This is an optimization exercise on Yosys and OpenROAD, whose aim is small area, a short achievable clock period and few clock cycles per item, not a production implementation.
Function was checked by simulation only, so behaviour that the tests miss may differ from the original.

===== design/flow/config.mk =====
export PLATFORM = sky130hd
export DESIGN_NAME = lcg_ranged_random_with_checksum
export DESIGN_NICKNAME = lcg_ranged_random_with_checksum
export VERILOG_FILES = /design/flow/design.v
export SDC_FILE = /design/flow/constraint.sdc
export NUM_CORES = 4
export LEC_CHECK = 0
export ABC_AREA = 1
export CAP_MARGIN = 20
export CORE_MARGIN = 2
export CORE_UTILIZATION = 60
export PLACE_DENSITY = 0.7
export SETUP_SLACK_MARGIN = 2.5
export SLEW_MARGIN = 20

===== design/flow/constraint.sdc =====
create_clock -name core_clock -period 7.5 [get_ports {clock}]
set_input_delay 1.5000 -clock core_clock [delete_from_list [all_inputs] [get_ports {clock}]]
set_output_delay 1.5000 -clock core_clock [all_outputs]
set_load 0.01 [all_outputs]

===== design/flow/design.v =====
`default_nettype none
package lcg_rr_pkg;
   localparam int WORD_W  = 32;
   localparam int GEN_W   = 31;
   localparam int RAW_W   = 15;
   localparam int RAW_LSB = 16;
   localparam int STEPS   = 2;
   localparam int DIV_W   = RAW_W + STEPS - 1;
   localparam int NRM_N   = (STEPS == 1) ? 4 : (STEPS <= 3) ? 3 : 2;
   localparam int CNT_W   = NRM_N + 1;
   localparam logic [GEN_W-1:0] LCG_ADD = 31'd2531011;
endpackage
`default_nettype wire
`default_nettype none
import lcg_rr_pkg::*;
module lcg_ranged_random_with_checksum (
   input  wire logic              clock,
   input  wire logic              reset,
   input  wire logic              req_valid,
   output      logic              req_ready,
   input  wire logic              req_opcode,
   input  wire logic [WORD_W-1:0] req_seed_value,
   input  wire logic [WORD_W-1:0] req_lower_limit,
   input  wire logic [WORD_W-1:0] req_upper_limit,
   output      logic              rsp_valid,
   input  wire logic              rsp_ready,
   output      logic [WORD_W-1:0] rsp_value,
   output      logic [WORD_W-1:0] rsp_checksum,
   output      logic              rsp_span_error
);
   localparam int HI_W = WORD_W - RAW_W;
   logic [GEN_W-1:0]  gen_ff;
   logic [WORD_W-1:0] chk_ff;
   logic              p_busy_ff;
   logic [WORD_W-1:0] p_lower_ff;
   logic [RAW_W-1:0]  p_rem_ff;
   logic [DIV_W-1:0]  p_div_ff;
   logic [CNT_W-1:0]  p_cnt_ff;
   logic              p_zero_ff, p_rs_ff;
   logic              u_busy_ff;
   logic [WORD_W-1:0] u_lower_ff;
   logic [RAW_W-1:0]  u_rem_ff;
   logic [DIV_W-1:0]  u_div_ff;
   logic [CNT_W-1:0]  u_cnt_ff;
   logic              u_zero_ff, u_rs_ff;
   logic              done, take, move, accept, draw;
   logic [GEN_W-1:0]  gen_next;
   logic [RAW_W-1:0]  d;
   logic              borrow;
   logic [HI_W-1:0]   up_hi, lo_hi, hi_x, lo_pre;
   logic              eq_lo, eq_hi, inc_hi;
   logic              span_zero, span_small;
   logic [DIV_W-1:0]  div_init;
   logic [NRM_N-1:0]  nrm_m;
   logic [RAW_W-1:0]  p_rem_nx, u_rem_nx;
   logic [DIV_W-1:0]  p_div_nx, u_div_nx;
   logic [CNT_W-1:0]  p_cnt_nx, u_cnt_nx;
   logic [RAW_W-1:0]  sum_lo;
   logic              sum_c;
   logic [HI_W-1:0]   lower_hi1;
   logic [WORD_W-1:0] value;
   assign done      = u_busy_ff && (u_cnt_ff == '0);
   assign take      = done && rsp_ready;
   assign move      = p_busy_ff && (!u_busy_ff || take);
   assign req_ready = !p_busy_ff || !u_busy_ff || take;
   assign accept    = req_valid && req_ready;
   assign draw      = !req_opcode;
   assign gen_next  = gen_ff + (gen_ff << 10) + (gen_ff << 14) + (gen_ff << 18)
                      - (gen_ff << 2) - (gen_ff << 16) + LCG_ADD;
   assign {borrow, d} = {1'b0, req_upper_limit[RAW_W-1:0]} - {1'b0, req_lower_limit[RAW_W-1:0]};
   assign up_hi = req_upper_limit[WORD_W-1:RAW_W];
   assign lo_hi = req_lower_limit[WORD_W-1:RAW_W];
   assign hi_x  = up_hi ^ lo_hi;
   always_comb begin
      lo_pre[0] = 1'b1;
      for (int i = 1; i < HI_W; i++) lo_pre[i] = lo_pre[i-1] & lo_hi[i-1];
   end
   assign eq_lo      = (req_upper_limit[RAW_W-1:0] == req_lower_limit[RAW_W-1:0]);
   assign eq_hi      = (hi_x == '0);
   assign inc_hi     = (hi_x == lo_pre);
   assign span_zero  = eq_lo && eq_hi;
   assign span_small = borrow ? inc_hi : (eq_hi && !eq_lo);
   always_comb begin
      div_init = DIV_W'(d) << (STEPS - 1);
      for (int b = NRM_N - 1; b >= 0; b--) begin
         if ((div_init & ({DIV_W{1'b1}} << (DIV_W - (STEPS << b)))) == '0) begin
            div_init = div_init << (STEPS << b);
            nrm_m[b] = 1'b1;
         end else begin
            nrm_m[b] = 1'b0;
         end
      end
   end
   function automatic logic [RAW_W-1:0] div_step(input logic [RAW_W-1:0] rem,
                                                 input logic [DIV_W-1:0] div);
      logic [DIV_W-1:0] dj;
      logic [RAW_W-1:0] diff;
      logic             dborrow;
      div_step = rem;
      for (int j = 0; j < STEPS; j++) begin
         dj = div >> j;
         {dborrow, diff} = {1'b0, div_step} - {1'b0, dj[RAW_W-1:0]};
         if (!dborrow && ((dj >> RAW_W) == '0)) div_step = diff;
      end
   endfunction
   assign p_rem_nx = div_step(p_rem_ff, p_div_ff);
   assign p_div_nx = (p_cnt_ff <= 1) ? '0 : p_div_ff >> STEPS;
   assign p_cnt_nx = (p_cnt_ff == '0) ? '0 : p_cnt_ff - 1'b1;
   assign u_rem_nx = div_step(u_rem_ff, u_div_ff);
   assign u_div_nx = (u_cnt_ff <= 1) ? '0 : u_div_ff >> STEPS;
   assign u_cnt_nx = (u_cnt_ff == '0) ? '0 : u_cnt_ff - 1'b1;
   assign {sum_c, sum_lo} = {1'b0, u_lower_ff[RAW_W-1:0]} + {1'b0, u_rem_ff};
   assign lower_hi1      = u_lower_ff[WORD_W-1:RAW_W] + 1'b1;
   assign value          = {sum_c ? lower_hi1 : u_lower_ff[WORD_W-1:RAW_W], sum_lo};
   assign rsp_valid      = done;
   assign rsp_value      = value;
   assign rsp_checksum   = (u_rs_ff ? '0 : chk_ff) ^ (u_zero_ff ? '0 : value);
   assign rsp_span_error = u_zero_ff;
   always_ff @(posedge clock) begin
      if (reset) begin
         p_busy_ff <= 1'b0;
         u_busy_ff <= 1'b0;
         gen_ff    <= '0;
         chk_ff    <= '0;
      end else begin
         if (accept) begin
            p_busy_ff <= 1'b1;
         end else if (move) begin
            p_busy_ff <= 1'b0;
         end
         if (move) begin
            u_busy_ff <= 1'b1;
         end else if (take) begin
            u_busy_ff <= 1'b0;
         end
         if (accept) begin
            gen_ff <= draw ? gen_next : req_seed_value[GEN_W-1:0];
         end
         if (take) begin
            chk_ff <= rsp_checksum;
         end
      end
   end
   always_ff @(posedge clock) begin
      if (accept) begin
         p_lower_ff <= draw ? req_lower_limit : '0;
         p_zero_ff  <= draw && span_zero;
         p_rs_ff    <= !draw;
         p_rem_ff   <= (draw && !span_zero) ? gen_next[RAW_LSB +: RAW_W] : '0;
         p_cnt_ff   <= (draw && span_small) ? CNT_W'(nrm_m) + 1'b1 : '0;
         p_div_ff   <= (draw && span_small) ? div_init : '0;
      end else begin
         p_rem_ff   <= p_rem_nx;
         p_cnt_ff   <= p_cnt_nx;
         p_div_ff   <= p_div_nx;
      end
   end
   always_ff @(posedge clock) begin
      if (move) begin
         u_lower_ff <= p_lower_ff;
         u_zero_ff  <= p_zero_ff;
         u_rs_ff    <= p_rs_ff;
         u_rem_ff   <= p_rem_nx;
         u_cnt_ff   <= p_cnt_nx;
         u_div_ff   <= p_div_nx;
      end else begin
         u_rem_ff   <= u_rem_nx;
         u_cnt_ff   <= u_cnt_nx;
         u_div_ff   <= u_div_nx;
      end
   end
endmodule
`default_nettype wire

===== design/flow/flow/run.sh =====
#!/bin/bash
# Standard layout, with the port buffers drawn from the smallest buffer cell.
set -euo pipefail
export BUFFER_PORTS_ARGS="-buffer_cell sky130_fd_sc_hd__buf_1"
bash standard.sh > standard_flow.log 2>&1

===== design/flow/standard.sh =====
#!/bin/bash
# synth_recipe.tcl (not shown) runs the flow's synth.tcl, then flattens the netlist and writes it again
# the make line also repeats each setting of config.mk as NAME=value (left out here)
make -C /OpenROAD-flow-scripts/flow DESIGN_CONFIG=/design/flow/config.mk WORK_HOME=/design/flow/orfs CLKGATE_MAP_FILE= SYNTH_SCRIPT=/design/flow/synth_recipe.tcl "${@:-finish}"

==> results_dict.tcl, run 1 <==
set metrics [dict create \
    critical_path_required_ns 6.00 \
    synth-edff-count 68 \
    synthCells 2514 \
    worstSetupPathType "flop to output pin" \
    fin_nets 3006 \
    cts_max_path_buffers 3 \
    synthSimpleGateAreaFrac_pct 24.6 \
    drtIter0Drc 1261 \
    min_period_ns 4.75 \
    status "complete, no violations" \
    syn-cell-area_sq_um 18000 \
    port_buffers 166 \
    die_h_um 177 \
    avgViaCountPerCell 5.49 \
    die_w_um 177 \
    clockRootBuffer "clkbuf_16" \
    clock-sinks 201 \
    num_rows 63 \
    ios 168 \
    setup_ws_ns 2.75 \
    num_antenna_cells 0 \
    hold_viol_final 0 \
    yosys_warnings 1 \
    ys_seq_elements 201 \
    core_sq_um 29600 \
    grt_max_degree 67 \
    htreeDepth 1 \
    synth_compound_area_share_pct 12.3 \
    ant_nets 0 \
    synthFlopType "dfxtp_1" \
    insertion_delay_ns 0.52 \
    drt_first_pass_iters 5 \
    rsz0062_at_grt "no" \
    cts_tree "done" \
    synth_top_family_by_area "simple AND/OR/NAND/NOR gates" \
    antenna_found_initial 0 \
    drc 0 \
    grt_overflow 0 \
    cts_buffers 23 \
    placed_area_sq_um 19000 \
    tns_ns 0 \
    cp.arrival_ns 3.25 \
    synth_xor_area_share_pct 6.55 \
    async_reset_ff_share_pct 0 \
    dp_hpwl_mm 40.3 \
    cp-end-kind "output pin" \
    synth_mux_area_share_pct 0 \
    dp_slack_ns 2.03 \
    fmax_ghz 0.211 \
    hold_slack_ns 0.414 \
    max_slew_margin_pct 28.0 \
    drt_wl_total_mm 50.0 \
    finalCritPeriodShare_pct 63.3 \
    cp_max_fo 3 \
    syn_area_per_cell_sq_um 7.18 \
    min_path_type "flop to flop" \
    dp_cells 3017 \
    grt_use_total_pct 32.0 \
    yosysSeqAreaShare_pct 26.1 \
    finalInstanceArea_sq_um 19900 \
    grt_pass1_wl_mm 80.7 \
    wl_per_cell_um 16.3 \
    finalClockSkew_ns 0.0260 \
    ys_types 56 \
    synth_fa_ha_area_share_pct 19.9 \
    critPathLaunchType "flop" \
    dr_total_vias 16800 \
    drive_gt1_share_pct 5.31 \
    clkTransAtPathRegs_ns 0.06 \
    final_cell_count_no_fill 3066 \
    finalMaxSlewViolations 0 \
    tightest_slew_ns 1.06 \
    final_util_pct 67.1 \
    start_util_pct 60.9 \
    grt_pass1_vias 16000 \
    dieArea_sq_um 31500 \
    synthesis.nets 2860 \
    setup_viol_count_final 0 \
    area_growth_pct 10.3 \
    maxCapViolCount 0 \
    gp_congestion 0.962 \
    nFillCells 2602 \
]
-- Yosys cell counts (8+ instances only) --
cell | n | area, sq um
nand3b_1 | 9 | 67.6
o21ai_0 | 135 | 676
nor2_1 | 200 | 751
a21oi_1 | 173 | 866
nand3_1 | 154 | 771
or2_2 | 15 | 93.8
xnor2_1 | 38 | 333
xor2_1 | 97 | 850
fa_1 | 69 | 1380
o211ai_1 | 8 | 60.1
dfxtp_1 | 133 | 2660
inv_1 | 426 | 1600
buf_2 | 8 | 40.0
nor3_1 | 14 | 70.1
ha_1 | 176 | 2200
inv_2 | 11 | 41.3
nand4_1 | 41 | 257
edfxtp_1 | 68 | 2040
nand2_1 | 561 | 2110
o21bai_1 | 10 | 75.1
clkbuf_1 | 42 | 158
o21ai_1 | 15 | 75.1
-- worst max-delay path, cell delays in order, from the launching register on --
cell	delay (ns)
edfxtp_1	0.36
ha_1	0.23
fa_1	0.41
nand2_1	0.07
nand2_1	0.04
nand2_1	0.05
nand2_1	0.08
a21oi_2	0.18
o21ai_1	0.13
a21boi_2	0.19
o21ai_1	0.12
a21oi_2	0.19
xor2_2	0.27
nand3_1	0.15
nand2_1	0.11
buf_1	0.15
-- metal layers --
layer  vias up  track usage (%)  routed length [um]  part of all wire [%]
met3        94             3.28                3380                   6.8
met2       566             53.1               22900                    46
met4         0             9.05                1430                   2.9
met5         -                0                   0                     0
met1      7776             44.3               22300                    45
li1       8404                -                   -                     -
-- path summary, 6_finish.rpt --
check | from | end | slack [ns] | cells after the start
worst min-delay path | p_lower_ff[24] | u_lower_ff[24] | 0.41 | 0
worst min register to register | p_lower_ff[24] | u_lower_ff[24] | 0.41 | 0
worst max register to register | gen_ff[4] | gen_ff[22] | 2.80 | 14
worst max-delay path | u_lower_ff[0] | rsp_checksum[14] | 2.75 | 15
-- state kept, by name (all words and copies together), names as in the netlist --
signal	cells
p_div_ff	16
u_rs_ff	1
u_div_ff	14
p_cnt_ff	4
p_rem_ff	15
u_rem_ff	15
u_zero_ff	1
chk_ff	32
u_lower_ff	32
p_zero_ff	1
u_busy_ff	1
p_busy_ff	1
u_cnt_ff	4
p_rs_ff	1
gen_ff	31
p_lower_ff	32
-- layout by cell type, fill, tap and decap left out, types with 4 or more instances in the layout --
master and instances:
nand2_1 561, inv_1 424, nor2_1 200, ha_1 176
a21oi_1 169, buf_1 164, nand3_1 154, o21ai_0 131
dfxtp_1 124, xor2_1 95, fa_1 69, edfxtp_1 68
nand4_1 41, xnor2_1 38, clkbuf_16 23, o21ai_1 17
or2_2 15, nor3_1 14, inv_2 13, buf_4 13
o21bai_1 10, nand3b_1 9, dfxtp_2 9, o211ai_1 8
a21o_1 7, nand2_2 7, nor2_2 7, a31oi_1 7
clkinv_2 6, o21a_1 6, a221oi_1 6, nor2_4 5
o21ai_2 4, a21oi_2 4, nand3_2 4, o2111ai_1 4
-- repair_timing --
| action | 4_1_cts | 5_1_grt |
|---|---|---|
| hold buffers | 0 | 0 |
| setup buffers | 0 | 5 |
| gates cloned | 1 | 1 |
| pin swaps | 1 | 3 |
| gates resized for setup | 6 | 28 |
| setup endpoints to repair | 21 | 41 |
-- cell type report --
type                    instances  area [sq um]  area share (%)
clock inverters                15           170           0.855
clock buffers                  26           587            2.95
repair buffers                181           771            3.87
flip-flops and latches        201          4720            23.7
inverters                     438          1650            8.27
multi-input cells            1815         11500            57.9
well taps                     390           488            2.45
-- logic make-up after synthesis --
| family | count (synthesis) |
|---|---|
| DFF | 201 |
| xor gates and xnor gates | 135 |
| and+or+nand+nor | 1034 |
| adders and majority gates | 245 |
| AOI/OAI and AO/OA | 399 |
| buffers and inverters | 500 |
Testbench counts, summed over its fixed seeds: cycles 5,774, items 3,200.
==> inputs of run 2 (changes only) <==
--- a/design/flow/config.mk
+++ b/design/flow/config.mk
@@ -11,2 +11,4 @@
 export CORE_UTILIZATION = 60
+export CTS_BUF_LIST = sky130_fd_sc_hd__clkbuf_4 sky130_fd_sc_hd__clkbuf_8
+export CTS_CLUSTER_SIZE = 25
 export PLACE_DENSITY = 0.7
==> run 2 against run 1 <==
  * Still clean on timing, DRC and antenna
  * Fmax fell by 0.25%
  * Cell area down 0.28%
  * Area after synthesis unchanged
  * Worst setup slack lost 0.012 ns
  * Highest routed layer unchanged
==> results_dict.tcl, run 2 <==
set metrics [dict create \
    status "complete, no violations" \
    nFillCells 2651 \
    yosysMostFrequentCell "nand2_1" \
    yosysSeqAreaShare_pct 26.1 \
    synth_largest_area_cell "dfxtp_1" \
    hold_viol_final 0 \
    yosys_warnings 1 \
    grt_pass1_wl_mm 80.5 \
    fmax_ghz 0.210 \
    dieArea_sq_um 31500 \
    top_regs "chk_ff x32, p_lower_ff x32, u_lower_ff x32" \
    final_common_cell "nand2_1" \
    ys_types 56 \
    dp_cells 3017 \
    crit_path_frequent_cell "nand2_1" \
    cp_max_fo 3 \
    gp_congestion 0.962 \
    port_buffers 166 \
    synthCells 2514 \
    synthTopCellsByCount "nand2_1 (561), inv_1 (426), nor2_1 (200)" \
    mostFrequentLayoutCells "nand2_1 (561), inv_1 (424), nor2_1 (200), ha_1 (176), a21oi_1 (169)" \
    setup_viol_count_final 0 \
    async_reset_ff_share_pct 0 \
    cp_slowest_cell "fa_1" \
    netlist.area_leader.share_pct 14.8 \
    ys_seq_elements 201 \
    critPathLaunchType "flop" \
    fin_nets 3019 \
    final_cell_count_no_fill 3090 \
    cp.arrival_ns 3.26 \
    insertion_delay_ns 0.53 \
    ant_nets 0 \
    grt_overflow 0 \
    max_slew_margin_pct 25.8 \
    avgViaCountPerCell 5.47 \
    tns_ns 0 \
    synth-edff-count 68 \
    finalInstanceArea_sq_um 19800 \
    finalCritPeriodShare_pct 63.4 \
    cpPeakStageDelay_ns 0.41 \
    min_period_ns 4.76 \
    core_sq_um 29600 \
    min_path_type "flop to flop" \
    antenna_found_initial 0 \
    maxCapViolCount 0 \
    grt_use_total_pct 32.0 \
    drt_wl_total_mm 50.2 \
    drive_gt1_share_pct 6.11 \
    num_rows 63 \
    cp-end-kind "output pin" \
    tightest_slew_ns 1.10 \
    dp_hpwl_mm 40.3 \
    grt_max_degree 67 \
    dr_total_vias 16900 \
    clkTransAtPathRegs_ns 0.06 \
    wl_per_cell_um 16.3 \
    finalClockSkew_ns 0.0188 \
    finalMaxSlewViolations 0 \
    cts_max_path_buffers 3 \
    start_util_pct 60.9 \
    htreeDepth 2 \
    clockRootBuffer "clkbuf_8" \
    grt_pass1_vias 16000 \
    dp_slack_ns 2.03 \
    syn_area_per_cell_sq_um 7.18 \
    num_antenna_cells 0 \
    die_h_um 177 \
    ios 168 \
    syn-cell-area_sq_um 18000 \
    critical_path_required_ns 6.00 \
    drc 0 \
    setup_ws_ns 2.74 \
    drtIter0Drc 1284 \
    yosys-top-cells-area "dfxtp_1 (15%), ha_1 (12%), nand2_1 (12%), edfxtp_1 (11%), inv_1 (8.9%)" \
    placed_area_sq_um 19000 \
    rsz0062_at_grt "no" \
    worstSetupPathType "flop to output pin" \
    drt_first_pass_iters 5 \
    crit_chain "ha_1 > fa_1 > nand2_1 > nand2_1 > nand2_1 > nand2_1 > a21oi_2 > o21ai_1 > a21boi_2 > o21ai_1 > a21oi_2 > xor2_2 > nand3_2 > nand2_1 > buf_1" \
    cts_buffers 36 \
    die_w_um 177 \
    clock-sinks 201 \
    area_growth_pct 9.97 \
    synthesis.nets 2860 \
    synthFlopType "dfxtp_1" \
    cts_tree "done" \
    ctsHoldBuffers 0 \
]
[run 2: cell counts after synthesis]
Identical to the previous run, type by type.
[run 2: final timing paths]
kind	startpoint	end	slack, ns	cells after the start
worst max-delay path	u_lower_ff[0]	rsp_checksum[14]	2.74	15
worst max register to register	gen_ff[4]	gen_ff[22]	2.76	14
worst min-delay path	p_lower_ff[24]	u_lower_ff[24]	0.41	0
worst min register to register	p_lower_ff[24]	u_lower_ff[24]	0.41	0
[run 2: stage by stage]
step | hold slack [ns] | util (%)
2_1_floorplan | 0.400 | -
3_3_place_gp | 0.401 | 64.0
3_5_place_dp | 0.405 | 64.0
4_1_cts | 0.413 | 66.4
5_1_grt | 0.416 | 67.0
6_report | 0.414 | 67.0
[run 2: logic make-up (layout without fill, tap and decap cells)]
| logic type | after synthesis | count (layout) | synth area share [%] |
|---|---|---|---|
| adders and majority gates | 245 | 245 | 19.9 |
| AOI/OAI and AO/OA | 399 | 399 | 12.3 |
| xor gates and xnor gates | 135 | 135 | 6.55 |
| DFF | 201 | 201 | 26.1 |
| buffers and inverters | 500 | 683 | 10.6 |
| and+or+nand+nor | 1034 | 1037 | 24.6 |
[run 2: worst max-delay path, delay by kind of cell, from the launching register on]
kind            cells  cell delay (ns)
flops               1             0.36
xor+xnor            1             0.29
compound gates      5             0.81
simple gates        6             0.46
buf+inv             1             0.15
fa+ha+maj           2             0.64
[run 2: metal layers]
layer / up-vias / GRT usage (%) / routed length (um)
met5: - / 0 / 0
met4: 0 / 9.05 / 1330
met3: 83 / 3.53 / 3550
met2: 638 / 52.9 / 23100
met1: 7750 / 44.3 / 22300
li1: 8436 / - / -
[run 2: what timing repair did]
item	in CTS	in global routing
gates cloned	1	2
resized for setup	7	28
buffers inserted	0	4
pin swaps	1	3
endpoints found under the setup margin	21	38
[run 2: cell type report]
| type | instances | area (sq um) | share of cell area (%) |
|---|---|---|---|
| sequential | 201 | 4720 | 23.8 |
| tap | 390 | 488 | 2.46 |
| clock buffer | 44 | 562 | 2.83 |
| timing repair buffer | 180 | 763 | 3.85 |
| multi-input combinational | 1816 | 11500 | 58.1 |
| clock inverter | 21 | 133 | 0.668 |
| inverter | 438 | 1650 | 8.29 |
==> inputs of run 3 (changes only) <==
--- a/design/flow/config.mk
+++ b/design/flow/config.mk
@@ -11,6 +11,4 @@
 export CORE_UTILIZATION = 60
-export CTS_BUF_LIST = sky130_fd_sc_hd__clkbuf_4 sky130_fd_sc_hd__clkbuf_8
-export CTS_CLUSTER_SIZE = 25
 export PLACE_DENSITY = 0.7
-export SETUP_SLACK_MARGIN = 2.5
+export SETUP_SLACK_MARGIN = 2.7
 export SLEW_MARGIN = 20
==> run 3 against run 2 <==
  * Still clean on timing, DRC and antenna
  * Cell count decreased by 0.45%
  * Fmax increased by 3.9%
  * Area after synthesis unchanged
  * Register-to-register slack improved by 0.17 ns
  * Via count increased by 0.11%
  * Core utilization increased by 1.1 points
  * Count of clock-buffer cells in the layout decreased by 18
  * Largest cell class unchanged
==> results_dict.tcl, run 3 <==
set metrics [dict create \
    yosysMostFrequentCell "nand2_1" \
    syn_area_per_cell_sq_um 7.18 \
    mostFrequentLayoutCells "nand2_1 (558), inv_1 (420), nor2_1 (200), ha_1 (172), a21oi_1 (165)" \
    max_slew_margin_pct 28.2 \
    cp.arrival_ns 3.08 \
    cp-startpoint "u_lower_ff[12]" \
    final_util_pct 68.1 \
    gp_congestion 0.962 \
    tightest_slew_ns 1.06 \
    num_antenna_cells 0 \
    placed_area_sq_um 19000 \
    clockRootBuffer "clkbuf_16" \
    dr_total_vias 16900 \
    cts_max_path_buffers 3 \
    reg2reg_from "gen_ff[11]" \
    dieArea_sq_um 31500 \
    critPathLaunchType "flop" \
    area_growth_pct 11.8 \
    drt_first_pass_iters 6 \
    cp_max_fo 8 \
    num_rows 63 \
    ys_seq_elements 201 \
    fin_nets 3016 \
    synthCells 2514 \
    final_common_cell "nand2_1" \
    yosys-top-cells-area "dfxtp_1 (15%), ha_1 (12%), nand2_1 (12%), edfxtp_1 (11%), inv_1 (8.9%)" \
    ant_nets 0 \
    drtIter0Drc 1246 \
    tns_ns 0 \
    drive_gt1_share_pct 7.00 \
    finalCritPeriodShare_pct 61.1 \
    synthTopCellsByCount "nand2_1 (561), inv_1 (426), nor2_1 (200)" \
    hold_start "p_lower_ff[24]" \
    syn-cell-area_sq_um 18000 \
    min_path_type "flop to flop" \
    yosysSeqAreaShare_pct 26.1 \
    nFillCells 2567 \
    ios 168 \
    top_regs "chk_ff x32, p_lower_ff x32, u_lower_ff x32" \
    yosys_warnings 1 \
    avgViaCountPerCell 5.50 \
    setup_viol_count_final 0 \
    cts_tree "done" \
    critical_path_required_ns 6.00 \
    port_buffers 166 \
    maxCapViolCount 0 \
    insertion_delay_ns 0.51 \
    async_reset_ff_share_pct 0 \
    hold_viol_final 0 \
    die_h_um 177 \
    status "complete, no violations" \
    cts_buffers 23 \
    finalMaxSlewViolations 0 \
    start_util_pct 60.9 \
    core_sq_um 29600 \
    grt_max_degree 67 \
    wl_per_cell_um 16.5 \
    fmax_ghz 0.218 \
    grt_use_total_pct 32.1 \
    worstSetupPathType "flop to output pin" \
    grt_pass1_vias 16000 \
    synthesis.nets 2860 \
    clock-sinks 201 \
    drt_wl_total_mm 50.8 \
    ys_types 56 \
    rsz0062_at_grt "yes" \
    grt_pass1_wl_mm 81.1 \
    min_period_ns 4.58 \
    cp-end-kind "output pin" \
    synth-edff-count 68 \
    drc 0 \
    grt_overflow 0 \
    netlist.area_leader.share_pct 14.8 \
    ctsHoldBuffers 0 \
    synthFlopType "dfxtp_1" \
    finalInstanceArea_sq_um 20200 \
    synth_largest_area_cell "dfxtp_1" \
    die_w_um 177 \
    htreeDepth 1 \
    dp_hpwl_mm 40.3 \
    finalClockSkew_ns 0.0202 \
    antenna_found_initial 0 \
    clkTransAtPathRegs_ns 0.07 \
]
-- run 3: worst paths after layout --
check / end / slack, ns / depth (start not counted)
max: rsp_checksum[17] / 2.92 / 11
min: u_lower_ff[24] / 0.42 / 0
max reg2reg: gen_ff[22] / 2.93 / 14
min reg2reg: u_lower_ff[24] / 0.42 / 0
-- run 3: final cells by class --
type	instances	area (sq um)	area share [%]
Timing Repair Buffer	189	832	4.12
Clock buffer	26	587	2.91
Clock inverter	15	170	0.844
Multi-Input combinational cell	1817	11700	58.0
Sequential cell	201	4730	23.5
Tap cell	390	488	2.42
Inverter	438	1660	8.21
-- run 3: critical path, stage by stage, from the launching register on --
cell and delay [ns]:
edfxtp_1 0.43, ha_1 0.40, a21oi_1 0.25, o31ai_1 0.12, a21oi_2 0.28, nand2_4 0.16, buf_4 0.18, nand2_1 0.06
xor2_1 0.23, nor2_1 0.08, xor2_1 0.21, buf_1 0.17
-- run 3: repair_timing --
action                                 CTS  global route
setup buffers                            3            10
pin swaps                                3             9
gates cloned                             1             3
endpoints found under the hold margin    0             0
gates resized for setup                 16            67
setup endpoints to repair               36            61
-- run 3: metal layers --
metal / vias to the layer above / track usage (%) / routed length (um)
met1: 7778 / 44.4 / 22400
met5: - / 0 / 0
met4: 0 / 8.95 / 1460
met3: 96 / 3.21 / 3470
met2: 628 / 53.6 / 23500
li1: 8424 / - / -
-- run 3: per-stage QoR --
| stage | worst slack, ns | instances | hold WS (ns) |
|---|---|---|---|
| 2_1_floorplan | 3.34 | 2514 | 0.400 |
| 3_3_place_gp | 2.16 | 3017 | 0.401 |
| 3_5_place_dp | 2.03 | 3017 | 0.405 |
| 4_1_cts | 2.71 | 3062 | 0.417 |
| 5_1_grt | 2.66 | 3076 | 0.423 |
| 6_report | 2.92 | 3076 | 0.415 |
-- run 3: kinds of logic (layout without fill, tap and decap cells) --
family,after synthesis,in the layout,share of synthesized area [%]
compound gates,399,399,12.3
xor+xnor,135,135,6.55
fa+ha+maj,245,245,19.9
buf+inv,500,668,10.6
flops,201,201,26.1
simple gates,1034,1038,24.6
==> inputs of run 4 (changes only) <==
--- a/design/flow/config.mk
+++ b/design/flow/config.mk
@@ -10,5 +10,4 @@
 export CORE_MARGIN = 2
-export CORE_UTILIZATION = 60
-export PLACE_DENSITY = 0.7
-export SETUP_SLACK_MARGIN = 2.7
+export CORE_UTILIZATION = 40
+export SETUP_SLACK_MARGIN = 2.5
 export SLEW_MARGIN = 20
==> run 4 against run 3 <==
  * Cell count up 6.5%
  * Critical path depth grew 6
  * Clock skew increased by 0.0011 ns
  * Die area is 49% higher
  * Routed wire length is 3.8% higher
  * Via count shrank 2.1%
  * Sequential cell count unchanged
  * Worst setup slack got worse by 0.16 ns
==> results_dict.tcl, run 4 <==
set metrics [dict create \
    clockRootBuffer "clkbuf_16" \
    crit_path_frequent_cell "nand2_1" \
    start_util_pct 40.6 \
    dr_total_vias 16600 \
    crit_chain "ha_2 > fa_2 > nand2_1 > nand2_1 > nand2_1 > nand2_1 > a21oi_2 > o21ai_2 > a21boi_2 > o21ai_1 > a21oi_1 > xor2_1 > buf_4 > nand2_1 > nand2_2 > nand2_1 > clkbuf_2" \
    ant_nets 0 \
    yosysSeqAreaShare_pct 26.1 \
    fmax_ghz 0.211 \
    grt_pass1_vias 16400 \
    async_reset_ff_share_pct 0 \
    reg2reg_setup_slack_ns 2.77 \
    synthFlopType "dfxtp_1" \
    die_h_um 216 \
    finalMaxSlewViolations 0 \
    reg2reg_from "gen_ff[4]" \
    grt_use_total_pct 22.4 \
    min_path_type "flop to flop" \
    port_buffers 166 \
    placed_area_sq_um 19200 \
    fin_nets 3012 \
    mostFrequentLayoutCells "nand2_1 (559), inv_1 (421), nor2_1 (200), ha_1 (174), a21oi_1 (168)" \
    dieArea_sq_um 46800 \
    tns_ns 0 \
    grt_overflow 0 \
    yosys_warnings 1 \
    cts_max_path_buffers 3 \
    max_slew_margin_pct 46.9 \
    core_sq_um 44400 \
    finalInstanceArea_sq_um 20300 \
    rsz0062_at_grt "no" \
    top_regs "chk_ff x32, p_lower_ff x32, u_lower_ff x32" \
    gp_congestion 0.930 \
    yosysMostFrequentCell "nand2_1" \
    grt_max_degree 67 \
    synth_largest_area_cell "dfxtp_1" \
    synthTopCellsByCount "nand2_1 (561), inv_1 (426), nor2_1 (200)" \
    synthCells 2514 \
    final_util_pct 45.7 \
    ios 168 \
    wl_per_cell_um 16.1 \
    ys_types 56 \
    cp_max_fo 3 \
    num_antenna_cells 0 \
    area_growth_pct 12.4 \
    antenna_found_initial 2 \
    netlist.area_leader.share_pct 14.8 \
    cts_buffers 26 \
    htreeDepth 1 \
    hold_viol_final 0 \
    die_w_um 216 \
    critical_path_required_ns 6.00 \
    min_path_cells 0 \
    finalCritPeriodShare_pct 63.2 \
    hold_start "p_lower_ff[24]" \
    synth-edff-count 68 \
    cp_slowest_cell "edfxtp_1" \
    status "complete, no violations" \
    reg2reg_depth 15 \
    whs_endpoint "u_lower_ff[24]" \
    drt_first_pass_iters 5 \
    drt_wl_total_mm 52.7 \
    tightest_slew_ns 0.797 \
    num_rows 77 \
    clock-sinks 201 \
    cts_tree "done" \
    syn-cell-area_sq_um 18000 \
    critPathLaunchType "flop" \
    insertion_delay_ns 0.55 \
    synthesis.nets 2860 \
    finalClockSkew_ns 0.0213 \
    final_common_cell "nand2_1" \
    drc 0 \
    clkTransAtPathRegs_ns 0.06 \
    drtIter0Drc 1099 \
    ys_seq_elements 201 \
    worstReg2RegEnd "p_rem_ff[14]" \
    dp_hpwl_mm 43.0 \
    setup_viol_count_final 0 \
    avgViaCountPerCell 5.05 \
    worstSetupPathType "flop to output pin" \
    maxCapViolCount 0 \
    cp.arrival_ns 3.24 \
    grt_pass1_wl_mm 84.6 \
    drive_gt1_share_pct 6.03 \
    yosys-top-cells-area "dfxtp_1 (15%), ha_1 (12%), nand2_1 (12%), edfxtp_1 (11%), inv_1 (8.9%)" \
    cp-end-kind "output pin" \
    min_period_ns 4.74 \
    syn_area_per_cell_sq_um 7.18 \
    nFillCells 4539 \
    cpPeakStageDelay_ns 0.41 \
]
run 4: cell count changes in the layout (fill, tap and decap cells not counted), sizes merged:
cell / previous run / this run
buf: 186 / 181
clkbuf: 29 / 34
clkinvlp: 4 / 5
inv: 436 / 437
nand2: 574 / 571
run 4: cell families (layout without fill, tap and decap cells):
kind of cell             Yosys count  in the layout  share of synthesized area [%]
flip-flops                       201            201                           26.1
XOR/XNOR                         135            135                           6.55
buffers and inverters            500            670                           10.6
adder cells (fa/ha/maj)          245            245                           19.9
AND/OR/NAND/NOR                 1034           1035                           24.6
AO/OA/AOI/OAI                    399            399                           12.3
run 4: area by class of cell:
type                            count  area (sq um)  area share, %
Multi-Input combinational cell   1814         11500           56.9
Sequential cell                   201          4720           23.3
Inverter                          438          1650           8.14
Timing Repair Buffer              184           766           3.77
Tap cell                          592           741           3.65
Clock buffer                       31           679           3.35
Clock inverter                     16           176          0.869
Timing Repair inverter              1          7.51         0.0370
run 4: worst max-delay path, delay by kind of cell, from the launching register on:
family	cells	cell delay, ns
AO/OA/AOI/OAI	5	0.78
XOR/XNOR	1	0.17
adder cells (fa/ha/maj)	2	0.58
buffers and inverters	2	0.28
flip-flops	1	0.41
AND/OR/NAND/NOR	7	0.47
run 4: how the worst max path moves through the flow:
stage / startpoint / end / slack (ns) / cells past startpoint
after CTS: gen_ff[10] / gen_ff[22] / 2.51 / 16
final: u_lower_ff[0] / rsp_checksum[14] / 2.76 / 17
after global routing: p_div_ff[2] / p_rem_ff[5] / 2.49 / 26
after detailed placement: u_div_ff[2] / u_rem_ff[14] / 1.98 / 27
after floorplan: gen_ff[6] / gen_ff[28] / 3.34 / 19
after global placement: u_div_ff[2] / u_rem_ff[12] / 2.01 / 28
run 4: per-stage QoR:
step / cells / worst slack (ns) / hold WS [ns]
after floorplan: 2514 / 3.34 / 0.400
after global placement: 3222 / 2.01 / 0.404
after detailed placement: 3222 / 1.98 / 0.405
after CTS: 3273 / 2.51 / 0.419
after global routing: 3277 / 2.49 / 0.433
final: 3277 / 2.76 / 0.419
run 4: timing repair:
action | in CTS | in global routing
pin swaps | 2 | 4
endpoints found under the hold margin | 0 | 0
buffers inserted | 4 | 2
resized for setup | 7 | 40
endpoints found under the setup margin | 20 | 40
gates cloned | 0 | 2
hold buffers | 0 | 0
run 4: metal layers:
metal	vias to the layer above	global-route usage (%)	share of wire (%)	wire [um]
met5	-	0	0	0
met4	0	6.48	2.8	1500
met3	90	2.88	5.3	2810
met2	418	36.9	45	23700
met1	7629	30.8	47	24700
li1	8426	-	-	-
==> inputs of run 5 (changes only) <==
--- a/design/flow/design.v
+++ b/design/flow/design.v
@@ -97,8 +97,8 @@
       logic [RAW_W-1:0] diff;
-      logic             dborrow;
+      logic             fits;
       div_step = rem;
       for (int j = 0; j < STEPS; j++) begin
-         dj = div >> j;
-         {dborrow, diff} = {1'b0, div_step} - {1'b0, dj[RAW_W-1:0]};
-         if (!dborrow && ((dj >> RAW_W) == '0)) div_step = diff;
+         dj = ~(~div >> j);
+         {fits, diff} = {1'b0, div_step} + {1'b0, dj[RAW_W-1:0]} + 1'b1;
+         if (fits && (&(dj | ({DIV_W{1'b1}} >> (DIV_W - RAW_W))))) div_step = diff;
       end
@@ -106,6 +106,6 @@
    assign p_rem_nx = div_step(p_rem_ff, p_div_ff);
-   assign p_div_nx = (p_cnt_ff <= 1) ? '0 : p_div_ff >> STEPS;
+   assign p_div_nx = (p_cnt_ff <= 1) ? '1 : ~(~p_div_ff >> STEPS);
    assign p_cnt_nx = (p_cnt_ff == '0) ? '0 : p_cnt_ff - 1'b1;
    assign u_rem_nx = div_step(u_rem_ff, u_div_ff);
-   assign u_div_nx = (u_cnt_ff <= 1) ? '0 : u_div_ff >> STEPS;
+   assign u_div_nx = (u_cnt_ff <= 1) ? '1 : ~(~u_div_ff >> STEPS);
    assign u_cnt_nx = (u_cnt_ff == '0) ? '0 : u_cnt_ff - 1'b1;
@@ -150,3 +150,3 @@
          p_cnt_ff   <= (draw && span_small) ? CNT_W'(nrm_m) + 1'b1 : '0;
-         p_div_ff   <= (draw && span_small) ? div_init : '0;
+         p_div_ff   <= (draw && span_small) ? ~div_init : '1;
       end else begin
--- a/design/flow/config.mk
+++ b/design/flow/config.mk
@@ -10,4 +10,5 @@
 export CORE_MARGIN = 2
-export CORE_UTILIZATION = 40
-export SETUP_SLACK_MARGIN = 2.5
+export CORE_UTILIZATION = 60
+export PLACE_DENSITY = 0.7
+export SETUP_SLACK_MARGIN = 2.7
 export SLEW_MARGIN = 20
==> run 5 against run 4 <==
  * Still clean
  * Worst setup slack gained 0.030 ns
  * Worst hold slack worse by 0.0057 ns
  * Cell area shrank 1.6%
  * Count of clock-buffer cells in the layout is 5 lower
  * Critical endpoint is now rsp_checksum[10]
==> results_dict.tcl, run 5 <==
set metrics [dict create \
    synthSimpleGateAreaFrac_pct 23.5 \
    tightest_slew_ns 0.872 \
    ios 168 \
    clkTransAtPathRegs_ns 0.06 \
    maxCapViolCount 0 \
    num_rows 63 \
    max_slew_margin_pct 41.9 \
    hold_start "p_lower_ff[18]" \
    dr_total_vias 16300 \
    synth_top_family_by_area "simple AND/OR/NAND/NOR gates" \
    dieArea_sq_um 31100 \
    finalMaxSlewViolations 0 \
    finalCritPeriodShare_pct 62.8 \
    yosys-top-cells-area "dfxtp_1 (15%), ha_1 (12%), edfxtp_1 (11%), nand2_1 (11%), fa_1 (7.7%)" \
    synthTopCellsByCount "nand2_1 (527), inv_1 (362), nor2_1 (234)" \
    grt_pass1_vias 15700 \
    critical_path_required_ns 6.00 \
    drt_wl_total_mm 49.0 \
    cts_buffers 24 \
    gp_congestion 1.00 \
    drc 0 \
    port_buffers 166 \
    worstSetupPathType "flop to output pin" \
    grt_use_total_pct 31.3 \
    yosysMostFrequentCell "nand2_1" \
    min_path_type "flop to flop" \
    clockRootBuffer "clkbuf_16" \
    grt_pass1_wl_mm 77.8 \
    fmax_ghz 0.212 \
    synth_mux_area_share_pct 0 \
    async_reset_ff_share_pct 0 \
    avgViaCountPerCell 5.44 \
    rsz0062_at_grt "yes" \
    ctsHoldBuffers 0 \
    tns_ns 0 \
    yosys_warnings 1 \
    synthCells 2437 \
    top_regs "chk_ff x32, p_lower_ff x32, u_lower_ff x32" \
    area_growth_pct 12.0 \
    die_w_um 176 \
    clock-sinks 201 \
    cp-startpoint "u_lower_ff[0]" \
    wl_per_cell_um 16.3 \
    fin_nets 2938 \
    cp_max_fo 2 \
    start_util_pct 60.5 \
    insertion_delay_ns 0.52 \
    cp-end-kind "output pin" \
    setup_viol_count_final 0 \
    min_period_ns 4.71 \
    synthFlopType "dfxtp_1" \
    mostFrequentLayoutCells "nand2_1 (521), inv_1 (358), nor2_1 (232), ha_1 (173)" \
    drtIter0Drc 1171 \
    drive_gt1_share_pct 7.97 \
    dp_hpwl_mm 38.7 \
    netlist.area_leader.share_pct 14.9 \
    drt_first_pass_iters 5 \
    synth-edff-count 68 \
    ys_types 54 \
    final_util_pct 67.8 \
    ant_nets 0 \
    cts_max_path_buffers 3 \
    grt_overflow 0 \
    cts_tree "done" \
    synth_compound_area_share_pct 12.9 \
    syn-cell-area_sq_um 17800 \
    die_h_um 176 \
    status "complete, no violations" \
    critPathLaunchType "flop" \
    synth_fa_ha_area_share_pct 20.1 \
    yosysSeqAreaShare_pct 26.4 \
    reg2reg_from "gen_ff[15]" \
    cp.arrival_ns 3.21 \
    htreeDepth 1 \
    syn_area_per_cell_sq_um 7.32 \
    synthesis.nets 2783 \
    final_common_cell "nand2_1" \
    ys_seq_elements 201 \
    grt_max_degree 72 \
    core_sq_um 29500 \
    hold_viol_final 0 \
    synth_largest_area_cell "dfxtp_1" \
    antenna_found_initial 3 \
    finalClockSkew_ns 0.0176 \
    synth_xor_area_share_pct 7.66 \
]
[run 5: cell types whose count changed in the layout (fill, tap and decap cells not counted), moves of 8 or more]
cell / previous run / this run
o21ai_0: 132 / 145
nand3_2: 5 / 17
nand2_1: 559 / 521
nand4_1: 41 / 10
o21ai_2: 5 / 13
nor3_1: 14 / 22
inv_1: 421 / 358
nand2_2: 8 / 21
nand3_1: 153 / 109
nor2_1: 200 / 232
xnor2_1: 38 / 48
[run 5: logic make-up (layout without fill, tap and decap cells)]
kind of cell / after synthesis / after routing
xor gates and xnor gates: 156 / 156
DFF: 201 / 201
and+or+nand+nor: 982 / 984
buffers and inverters: 438 / 609
adders and majority gates: 245 / 245
other: 0 / 3
AOI/OAI and AO/OA: 415 / 415
[run 5: final timing paths]
kind                                    endpoint  cells after the start  slack (ns)
worst min-delay path              u_lower_ff[18]                      0        0.41
worst max register to register        gen_ff[23]                     19        2.92
worst min register to register    u_lower_ff[18]                      0        0.41
worst max-delay path            rsp_checksum[10]                     15        2.79
[run 5: what timing repair did]
| action | 4_1_cts | 5_1_grt |
|---|---|---|
| gates cloned | 0 | 2 |
| setup endpoints to repair | 44 | 40 |
| pin swaps | 2 | 12 |
| gates resized for setup | 24 | 66 |
| setup buffers | 5 | 9 |
[run 5: cell type report]
class | count | area [sq um]
flip-flops and latches | 201 | 4730
multi-input cells | 1800 | 11700
diodes | 3 | 7.51
fillers | 2632 | 9500
clock inverters | 18 | 155
well taps | 390 | 488
inverters | 375 | 1420
repair buffers | 190 | 821
clock buffers | 26 | 629
[run 5: per-stage QoR]
stage / cell area, sq um / setup slack, ns / hold slack, ns / instances
floorplan: 17800 / 3.35 / 0.400 / 2437
global placement: 18700 / 2.28 / 0.401 / 2939
detailed placement: 18700 / 2.17 / 0.405 / 2939
CTS: 19600 / 2.71 / 0.414 / 2988
global route: 20000 / 2.63 / 0.425 / 3002
finish: 20000 / 2.79 / 0.413 / 3003
[run 5: critical path, stage by stage, from the launching register on]
cell and delay [ns]:
edfxtp_1 0.37, ha_1 0.23, fa_1 0.40, nand2_1 0.08, nand2_1 0.05, nand2_1 0.06
nand2_1 0.09, a21oi_2 0.18, o21ai_1 0.12, a21boi_2 0.20, buf_4 0.13, buf_4 0.09
xnor2_1 0.18, nand2_1 0.15, xor2_2 0.18, buf_1 0.18
[run 5: metal layers]
layer  track usage, %  up-vias  share of wire (%)
li1                 -     8181                  -
met1             42.1     7520                 45
met2             50.9      522                 44
met3             5.02      103                6.9
met4             11.6        0                3.7
met5                0        -                  0
Testbench counts of run 5, summed over its fixed seeds: cycles 5,774, items 3,200.
==> inputs of run 6 (changes only) <==
--- a/design/flow/config.mk
+++ b/design/flow/config.mk
@@ -11,4 +11,7 @@
 export CORE_UTILIZATION = 60
+export CTS_BUF_LIST = sky130_fd_sc_hd__clkbuf_8 sky130_fd_sc_hd__clkbuf_16
+export CTS_CLUSTER_DIAMETER = 80
+export CTS_CLUSTER_SIZE = 20
 export PLACE_DENSITY = 0.7
-export SETUP_SLACK_MARGIN = 2.7
+export SETUP_SLACK_MARGIN = 2.9
 export SLEW_MARGIN = 20
==> run 6 against run 5 <==
  * First-iteration DRC count increased by 14%
  * Clock skew is essentially flat
  * Die area unchanged
  * Global-route usage increased by 0.35 points
  * Critical path depth unchanged
  * Fmax increased by 4.5%
  * Synthesized cell count stayed put
  * Via count increased by 1.2%
  * Routed wire length rose by 2.0%
  * Still clean on timing, DRC and antenna
  * Sequential share of layout area fell by 0.17 points
==> results_dict.tcl, run 6 <==
set metrics [dict create \
    cp.arrival_ns 3.01 \
    maxCapViolCount 0 \
    yosysSeqAreaShare_pct 26.4 \
    core_sq_um 29500 \
    min_period_ns 4.51 \
    finalMaxSlewViolations 0 \
    synthTopCellsByCount "nand2_1 (527), inv_1 (362), nor2_1 (234)" \
    cp_max_fo 2 \
    ctsHoldBuffers 0 \
    tns_ns 0 \
    drtIter0Drc 1336 \
    fin_nets 2959 \
    ys_types 54 \
    rsz0062_at_grt "yes" \
    grt_overflow 0 \
    critical_path_required_ns 6.00 \
    min_path_type "flop to flop" \
    start_util_pct 60.5 \
    fmax_ghz 0.222 \
    cts_tree "done" \
    synth_largest_area_cell "dfxtp_1" \
    cts_buffers 16 \
    hold_viol_final 0 \
    ios 168 \
    tightest_slew_ns 0.865 \
    dp_hpwl_mm 38.7 \
    reg2reg_depth 16 \
    drc 0 \
    drt_first_pass_iters 8 \
    synthFlopType "dfxtp_1" \
    regArea_sq_um 4750 \
    die_h_um 176 \
    critPathLaunchType "flop" \
    dr_total_vias 16500 \
    grt_pass1_vias 15700 \
    netlist.area_leader.share_pct 14.9 \
    final_cell_count_no_fill 3016 \
    mostFrequentLayoutCells "nand2_1 (513), inv_1 (358), nor2_1 (231), ha_1 (163), buf_1 (158)" \
    async_reset_ff_share_pct 0 \
    synth-edff-count 68 \
    ant_nets 0 \
    num_rows 63 \
    cp-end-kind "output pin" \
    final_common_cell "nand2_1" \
    top_regs "chk_ff x32, p_lower_ff x32, u_lower_ff x32" \
    yosys_warnings 1 \
    min_path_cells 0 \
    gp_congestion 1.00 \
    ys_seq_elements 201 \
    cts_max_path_buffers 3 \
    syn-cell-area_sq_um 17800 \
    dp_cells 2939 \
    status "complete, no violations" \
    finalCritPeriodShare_pct 60.2 \
    dieArea_sq_um 31100 \
    area_growth_pct 13.4 \
    worstSetupPathType "flop to output pin" \
    clkTransAtPathRegs_ns 0.08 \
    yosys-top-cells-area "dfxtp_1 (15%), ha_1 (12%), edfxtp_1 (11%), nand2_1 (11%), fa_1 (7.7%)" \
    synthesis.nets 2783 \
    dp_slack_ns 2.17 \
    grt_max_degree 72 \
    max_slew_margin_pct 42.3 \
    setup_ws_ns 2.99 \
    finalClockSkew_ns 0.0178 \
    synthCells 2437 \
    antenna_found_initial 3 \
    grt_pass1_wl_mm 78.5 \
    insertion_delay_ns 0.50 \
    clock-sinks 201 \
    syn_area_per_cell_sq_um 7.32 \
    grt_use_total_pct 31.7 \
    wl_per_cell_um 16.6 \
    drt_wl_total_mm 50.0 \
    die_w_um 176 \
    multiInputGateArea_sq_um 12000 \
    port_buffers 166 \
    htreeDepth 1 \
    clockRootBuffer "clkbuf_16" \
    drive_gt1_share_pct 10.6 \
    yosysMostFrequentCell "nand2_1" \
    nFillCells 2589 \
    avgViaCountPerCell 5.48 \
    setup_viol_count_final 0 \
]
[run 6: cell counts after synthesis]
Identical to the previous run, type by type.
[run 6: final cells by class]
cell class,count,area share [%]
antenna,3,0.0371
clock buffer,17,2.10
clock inverter,11,0.421
inverter,375,7.04
multi-input combinational,1801,59.2
sequential,201,23.5
tap,390,2.41
timing repair buffer,218,5.24
[run 6: metrics by stage]
| stage | utilization (%) | area (sq um) | hold slack, ns |
|---|---|---|---|
| floorplan | - | 17800 | 0.400 |
| global placement | 63.6 | 18700 | 0.401 |
| detailed placement | 63.6 | 18700 | 0.405 |
| CTS | 66.3 | 19500 | 0.415 |
| global route | 68.6 | 20200 | 0.425 |
| finish | 68.6 | 20200 | 0.413 |
[run 6: worst paths after layout]
path | to | from | slack [ns]
hold reg to reg | u_lower_ff[18] | p_lower_ff[18] | 0.41
setup / recovery | rsp_checksum[10] | u_lower_ff[1] | 2.99
setup reg to reg | gen_ff[29] | gen_ff[4] | 3.01
hold / removal | u_lower_ff[18] | p_lower_ff[18] | 0.41
[run 6: cells by family (layout without fill, tap and decap cells)]
| logic type | Yosys count | count (layout) | synth area share, % |
|---|---|---|---|
| AOI/OAI and AO/OA | 415 | 415 | 12.9 |
| and+or+nand+nor | 982 | 985 | 23.5 |
| other | 0 | 3 | 0 |
| adders and majority gates | 245 | 245 | 20.1 |
| DFF | 201 | 201 | 26.4 |
| buffers and inverters | 438 | 621 | 9.52 |
| xor gates and xnor gates | 156 | 156 | 7.66 |
[run 6: metal layers]
layer | track usage (%) | routed length [um] | up-vias
met3 | 4.80 | 3860 | 102
li1 | - | - | 8214
met2 | 51.7 | 22600 | 611
met5 | 0 | 0 | -
met4 | 11.5 | 1870 | 0
met1 | 42.7 | 21700 | 7593
[run 6: worst max-delay path, cell delays in order, from the launching register on]
cell and delay, ns:
edfxtp_1 0.40, buf_4 0.15, fa_2 0.39, nand2_1 0.07
nand2_1 0.05, nand2_1 0.06, nand2_1 0.08, a21oi_2 0.18
o21ai_2 0.10, a21boi_2 0.18, buf_4 0.13, buf_4 0.10
xnor2_2 0.13, nand2_1 0.13, xor2_2 0.20, buf_2 0.16
[run 6: timing repair]
action / in CTS / in global routing
gates cloned: 1 / 2
pin swaps: 10 / 37
setup buffers: 12 / 30
resized for setup: 61 / 103
setup endpoints to repair: 64 / 51
==> inputs of run 7 (changes only) <==
--- a/design/flow/config.mk
+++ b/design/flow/config.mk
@@ -14,4 +14,5 @@
 export CTS_CLUSTER_SIZE = 20
+export GPL_ROUTABILITY_DRIVEN = 0
 export PLACE_DENSITY = 0.7
-export SETUP_SLACK_MARGIN = 2.9
+export SETUP_SLACK_MARGIN = 2.8
 export SLEW_MARGIN = 20
==> run 7 against run 6 <==
  * Still clean
  * Count of clock-buffer cells in the layout unchanged
  * Non-clock buffer count decreased by 8
  * Core utilization is 0.84 points lower
  * Routed wire length down 3.6%
  * Die area did not move
  * Clock skew about the same
  * Fmax decreased by 0.10%
  * Sequential cell count unchanged
  * Critical endpoint is now p_rem_ff[13]
==> results_dict.tcl, run 7 <==
set metrics [dict create \
    status "complete, no violations" \
    met3_usage_pct 3.21 \
    clkTransAtPathRegs_ns 0.08 \
    reg2reg_from "gen_ff[3]" \
    insertion_delay_ns 0.51 \
    hold_start "p_lower_ff[21]" \
    min_path_cells 0 \
    critPathLaunchType "flop" \
    grt_overflow 0 \
    ctsHoldBuffers 0 \
    final_common_cell "nand2_1" \
    synth_largest_area_cell "dfxtp_1" \
    cp.arrival_ns 4.96 \
    finalCritPeriodShare_pct 60.2 \
    ant_nets 0 \
    die_h_um 176 \
    synthCells 2437 \
    max_slew_margin_pct 29.9 \
    yosys-top-cells-area "dfxtp_1 (15%), ha_1 (12%), edfxtp_1 (11%), nand2_1 (11%), fa_1 (7.7%)" \
    reg2reg_setup_slack_ns 2.98 \
    drive_gt1_share_pct 8.84 \
    clockRootBuffer "clkbuf_16" \
    cts_max_path_buffers 3 \
    dieArea_sq_um 31100 \
    cp_max_fo 6 \
    min_period_ns 4.52 \
    critical_path_required_ns 7.94 \
    syn_area_per_cell_sq_um 7.32 \
    grt_max_degree 72 \
    yosys_warnings 1 \
    hold_viol_final 0 \
    dp_hpwl_mm 37.9 \
    num_rows 63 \
    grt_busiest_layer "met2" \
    port_buffers 166 \
    ys_types 54 \
    cts_tree "done" \
    syn-cell-area_sq_um 17800 \
    worstReg2RegEnd "p_rem_ff[13]" \
    yosysMostFrequentCell "nand2_1" \
    avgViaCountPerCell 5.45 \
    ios 168 \
    finalInstanceArea_sq_um 20000 \
    async_reset_ff_share_pct 0 \
    netlist.area_leader.share_pct 14.9 \
    synthFlopType "dfxtp_1" \
    regArea_sq_um 4740 \
    setup_viol_count_final 0 \
    whs_endpoint "u_lower_ff[21]" \
    drc 0 \
    fin_nets 2949 \
    reg2reg_depth 16 \
    yosysSeqAreaShare_pct 26.4 \
    drt_first_pass_iters 5 \
    core_sq_um 29500 \
    grt_use_met2_pct 51.2 \
    area_growth_pct 12.0 \
    crit_path_frequent_cell "fa_1" \
    grt_use_total_pct 30.6 \
    grt_pass1_vias 15400 \
    start_util_pct 60.5 \
    mostFrequentLayoutCells "nand2_1 (520), inv_1 (358), nor2_1 (232), ha_1 (169), buf_1 (161)" \
    die_w_um 176 \
    nFillCells 2601 \
    cp_slowest_cell "fa_1" \
    top_regs "chk_ff x32, p_lower_ff x32, u_lower_ff x32" \
    cp-end-kind "flop" \
    min_path_type "flop to flop" \
    placed_area_sq_um 18700 \
    synthesis.nets 2783 \
    wl_per_cell_um 16.0 \
    crit_chain "fa_1 > fa_1 > inv_1 > fa_1 > inv_1 > fa_1 > ha_1 > a21oi_1 > o21ai_0 > a21oi_1 > o21ai_0 > a21oi_1 > xor2_1 > buf_4 > nand2_1 > nand2_1" \
    antenna_found_initial 3 \
    tns_ns 0 \
    drt_wl_total_mm 48.2 \
    synthTopCellsByCount "nand2_1 (527), inv_1 (362), nor2_1 (234)" \
    worstSetupPathType "flop to flop" \
    cpPeakStageDelay_ns 0.55 \
    rsz0062_at_grt "yes" \
    finalClockSkew_ns 0.0182 \
    clock-sinks 201 \
    ys_seq_elements 201 \
    hold_slack_ns 0.418 \
    maxCapViolCount 0 \
    htreeDepth 1 \
    synth-edff-count 68 \
    grt_pass1_wl_mm 76.7 \
    drtIter0Drc 1244 \
    cts_buffers 16 \
    met1_usage_pct 42.4 \
    fmax_ghz 0.221 \
    final_util_pct 67.8 \
    dr_total_vias 16400 \
    multiInputGateArea_sq_um 11800 \
    finalMaxSlewViolations 0 \
    tightest_slew_ns 1.05 \
]
[run 7: cell counts after synthesis]
No cell type changed its count.
[run 7: critical path, delay by kind of cell, from the launching register on]
family                   cells  cell delay [ns]
buffers and inverters        3             0.27
adder cells (fa/ha/maj)      5             2.26
AO/OA/AOI/OAI                5             0.99
AND/OR/NAND/NOR              2             0.20
flip-flops                   1             0.46
XOR/XNOR                     1             0.28
[run 7: metal layers]
metal / wire (um) / vias up
met5: 0 / -
met4: 1570 / 0
met3: 3060 / 100
met2: 22200 / 561
met1: 21400 / 7530
li1: - / 8206
[run 7: what timing repair did]
action | CTS | global route
pin swaps | 4 | 20
setup endpoints to repair | 47 | 48
resized for setup | 45 | 80
buffers inserted | 8 | 26
cloned | 1 | 0
[run 7: final cells by class]
class,count,area share [%]
antenna,3,0.0376
clock buffer,17,2.13
clock inverter,11,0.507
inverter,375,7.11
multi-input combinational,1799,59.1
sequential,201,23.7
tap,390,2.44
timing repair buffer,210,4.95
[run 7: worst max-delay path by stage]
stage / from / to / depth (start not counted)
floorplan: gen_ff[6] / gen_ff[28] / 20
global placement: p_div_ff[2] / u_rem_ff[1] / 25
detailed placement: p_div_ff[2] / u_rem_ff[1] / 25
CTS: u_div_ff[2] / u_rem_ff[10] / 30
global route: p_div_ff[6] / p_rem_ff[14] / 30
finish: gen_ff[3] / p_rem_ff[13] / 16
[run 7: logic make-up (layout without fill, tap and decap cells)]
| family | Yosys count | after routing | share of synthesized area [%] |
|---|---|---|---|
| XOR/XNOR | 156 | 156 | 7.66 |
| adder cells (fa/ha/maj) | 245 | 245 | 20.1 |
| other | 0 | 3 | 0 |
| AO/OA/AOI/OAI | 415 | 415 | 12.9 |
| buffers and inverters | 438 | 613 | 9.52 |
| flip-flops | 201 | 201 | 26.4 |
| AND/OR/NAND/NOR | 982 | 983 | 23.5 |
[run 7: per-stage QoR]
step | instances | setup slack (ns)
after floorplan | 2437 | 3.35
after global placement | 2940 | 2.34
after detailed placement | 2940 | 2.23
after CTS | 2977 | 2.81
after global routing | 3006 | 2.74
final | 3006 | 2.98
==> inputs of run 8 (changes only) <==
--- a/design/flow/config.mk
+++ b/design/flow/config.mk
@@ -8,3 +8,3 @@
 export ABC_AREA = 1
-export CAP_MARGIN = 20
+export CAP_MARGIN = 0
 export CORE_MARGIN = 2
@@ -14,5 +14,4 @@
 export CTS_CLUSTER_SIZE = 20
-export GPL_ROUTABILITY_DRIVEN = 0
 export PLACE_DENSITY = 0.7
 export SETUP_SLACK_MARGIN = 2.8
-export SLEW_MARGIN = 20
+export SLEW_MARGIN = 0
==> run 8 against run 7 <==
  * Register-to-register slack is essentially flat
  * Critical path type is now flop to output pin
  * Worst hold slack worse by 0.0026 ns
  * Die area is the same
  * Cell count fell by 0.37%
  * Still clean
  * Core utilization fell by 0.39 points
  * Clock skew barely moved
==> results_dict.tcl, run 8 <==
set metrics [dict create \
    status "complete, no violations" \
    hold_start "p_lower_ff[18]" \
    cts_tree "done" \
    cts_buffers 16 \
    crit_path_frequent_cell "nand2_1" \
    placed_area_sq_um 18700 \
    rsz0062_at_grt "yes" \
    syn_area_per_cell_sq_um 7.32 \
    port_buffers 166 \
    cp_slowest_cell "edfxtp_1" \
    fmax_ghz 0.219 \
    async_reset_ff_share_pct 0 \
    ios 168 \
    wl_per_cell_um 16.4 \
    finalCritPeriodShare_pct 61.0 \
    cpPeakStageDelay_ns 0.38 \
    synthFlopType "dfxtp_1" \
    setup_viol_count_final 0 \
    syn-cell-area_sq_um 17800 \
    critical_path_required_ns 6.00 \
    reg2reg_from "gen_ff[2]" \
    fin_nets 2938 \
    grt_pass1_vias 15600 \
    grt_use_total_pct 31.4 \
    finalMaxSlewViolations 0 \
    drtIter0Drc 1359 \
    start_util_pct 60.5 \
    nFillCells 2627 \
    synth-edff-count 68 \
    clock-sinks 201 \
    finalInstanceArea_sq_um 19900 \
    core_sq_um 29500 \
    drc 0 \
    hold_viol_final 0 \
    final_common_cell "nand2_1" \
    synthCells 2437 \
    cp-end-kind "output pin" \
    clkTransAtPathRegs_ns 0.08 \
    worstSetupPathType "flop to output pin" \
    mostFrequentLayoutCells "nand2_1 (517), inv_1 (360), nor2_1 (232), ha_1 (169), a21oi_1 (161)" \
    min_period_ns 4.58 \
    critPathLaunchType "flop" \
    max_slew_margin_pct 30.6 \
    grt_overflow 0 \
    area_growth_pct 11.4 \
    dr_total_vias 16300 \
    cp-startpoint "u_lower_ff[0]" \
    yosysMostFrequentCell "nand2_1" \
    ys_seq_elements 201 \
    antenna_found_initial 3 \
    insertion_delay_ns 0.50 \
    drt_first_pass_iters 6 \
    yosys-top-cells-area "dfxtp_1 (15%), ha_1 (12%), edfxtp_1 (11%), nand2_1 (11%), fa_1 (7.7%)" \
    yosysSeqAreaShare_pct 26.4 \
    cp_max_fo 2 \
    avgViaCountPerCell 5.45 \
    dp_hpwl_mm 38.7 \
    min_path_type "flop to flop" \
    clockRootBuffer "clkbuf_16" \
    ys_types 54 \
    netlist.area_leader.share_pct 14.9 \
    num_rows 63 \
    gp_congestion 1.00 \
    cts_max_path_buffers 3 \
    synthTopCellsByCount "nand2_1 (527), inv_1 (362), nor2_1 (234)" \
    grt_pass1_wl_mm 78.0 \
    synthesis.nets 2783 \
    drt_wl_total_mm 49.1 \
    die_h_um 176 \
    dieArea_sq_um 31100 \
    synth_largest_area_cell "dfxtp_1" \
    grt_max_degree 72 \
    tightest_slew_ns 1.04 \
    top_regs "chk_ff x32, p_lower_ff x32, u_lower_ff x32" \
    finalClockSkew_ns 0.0180 \
    drive_gt1_share_pct 8.69 \
    ant_nets 0 \
    cp.arrival_ns 3.08 \
    tns_ns 0 \
    die_w_um 176 \
    htreeDepth 1 \
    maxCapViolCount 0 \
    yosys_warnings 1 \
    crit_chain "ha_1 > fa_2 > nand2_1 > nand2_1 > nand2_1 > nand2_1 > a21oi_2 > o21ai_2 > a21boi_2 > buf_4 > buf_4 > xnor2_2 > nand2_1 > xor2_2 > clkbuf_2" \
]
[run 8: cell types whose count changed in the layout (fill, tap and decap cells not counted), sizes merged]
cell and change:
inv +1, buf -13, bufinv -1, nand2 +2, nor2 -1, clkbuf +1
[run 8: area by class of cell]
class                   instances  area [sq um]  area share (%)
repair buffers                198           871            4.38
multi-input cells            1800         11800            59.6
clock inverters                11          85.1           0.428
well taps                     390           488            2.46
diodes                          3          7.51          0.0378
clock buffers                  17           425            2.14
inverters                     375          1420            7.15
flip-flops and latches        201          4740            23.8
[run 8: timing repair]
item / in CTS / in global routing
cloned: 0 / 2
endpoints found under the setup margin: 51 / 45
pin swaps: 3 / 20
setup buffers: 6 / 17
hold buffers: 0 / 0
resized for setup: 43 / 77
[run 8: final timing paths]
path,end,slack [ns],cells past startpoint
hold / removal,u_lower_ff[18],0.42,0
hold reg to reg,u_lower_ff[18],0.42,0
setup / recovery,rsp_checksum[10],2.92,15
setup reg to reg,gen_ff[29],2.98,15
[run 8: metal layers]
layer  track usage (%)  share of wire, %  vias up
li1                  -                 -     8171
met1              42.4                44     7499
met2              50.9                44      548
met3              4.95               7.5       90
met4              11.6               3.7        0
met5                 0                 0        -
[run 8: per-stage QoR]
step | hold slack, ns | utilization, % | cells | setup WS, ns
floorplan | 0.400 | - | 2437 | 3.35
global placement | 0.401 | 63.6 | 2939 | 2.28
detailed placement | 0.405 | 63.6 | 2939 | 2.17
CTS | 0.415 | 65.9 | 2973 | 2.80
global route | 0.424 | 67.4 | 2994 | 2.77
finish | 0.416 | 67.4 | 2995 | 2.92
[run 8: cell families (layout without fill, tap and decap cells)]
logic type	after synthesis	after routing	share of synthesized area, %
AND/OR/NAND/NOR	982	984	23.5
buffers and inverters	438	601	9.52
AO/OA/AOI/OAI	415	415	12.9
adder cells (fa/ha/maj)	245	245	20.1
flip-flops	201	201	26.4
XOR/XNOR	156	156	7.66
other	0	3	0
[run 8: worst max-delay path, delay by kind of cell (launching register included)]
family | cells | cell delay [ns]
compound gates | 3 | 0.47
xor+xnor | 2 | 0.33
fa+ha+maj | 2 | 0.60
buf+inv | 3 | 0.39
flops | 1 | 0.38
simple gates | 5 | 0.40

==> what the ideal ports hide <==
No port has a modelled driver above. Below, the same layouts with a new extraction and two added sets of constraints. Step 1 sets driving cells, clkbuf_16 on the clock port and buf_2 on the other inputs (assumed; they add their load-dependent delay and slew). Step 2 also shifts input and output timing later by t, the mid clock arrival at the registers, as if the neighbouring blocks saw the same clock. Slacks: ideal / step 1 / step 2; pairs: ideal / step 1.
| run | shift t [ns] | setup slack, ns | hold slack, ns | worst slew at a driven data input, ns |
|---|---|---|---|---|
| run 1 | 0.555 | 2.753 / 2.705 / 2.800 | 0.414 / 0.414 / 0.414 | 0.07 |
| run 2 | 0.567 | 2.741 / 2.698 / 2.757 | 0.414 / 0.414 / 0.414 | 0.06 |
| run 3 | 0.552 | 2.920 / 2.872 / 2.823 | 0.415 / 0.415 / 0.415 | 0.07 |
| run 4 | 0.585 | 2.756 / 2.709 / 2.767 | 0.419 / 0.419 / 0.419 | 0.04 |
| run 5 | 0.565 | 2.786 / 2.734 / 2.764 | 0.413 / 0.413 / 0.413 | 0.09 |
| run 6 | 0.544 | 2.988 / 2.939 / 2.750 | 0.413 / 0.413 / 0.413 | 0.08 |
| run 7 | 0.550 | 2.984 / 2.943 / 2.761 | 0.418 / 0.418 / 0.418 | 0.09 |
| run 8 | 0.551 | 2.924 / 2.867 / 2.774 | 0.416 / 0.416 / 0.416 | 0.08 |
After both steps every run listed still meets setup and hold. The setup slack of run 6, which loses most, moves by -0.049 ns with the drivers and by -0.238 ns with both steps.
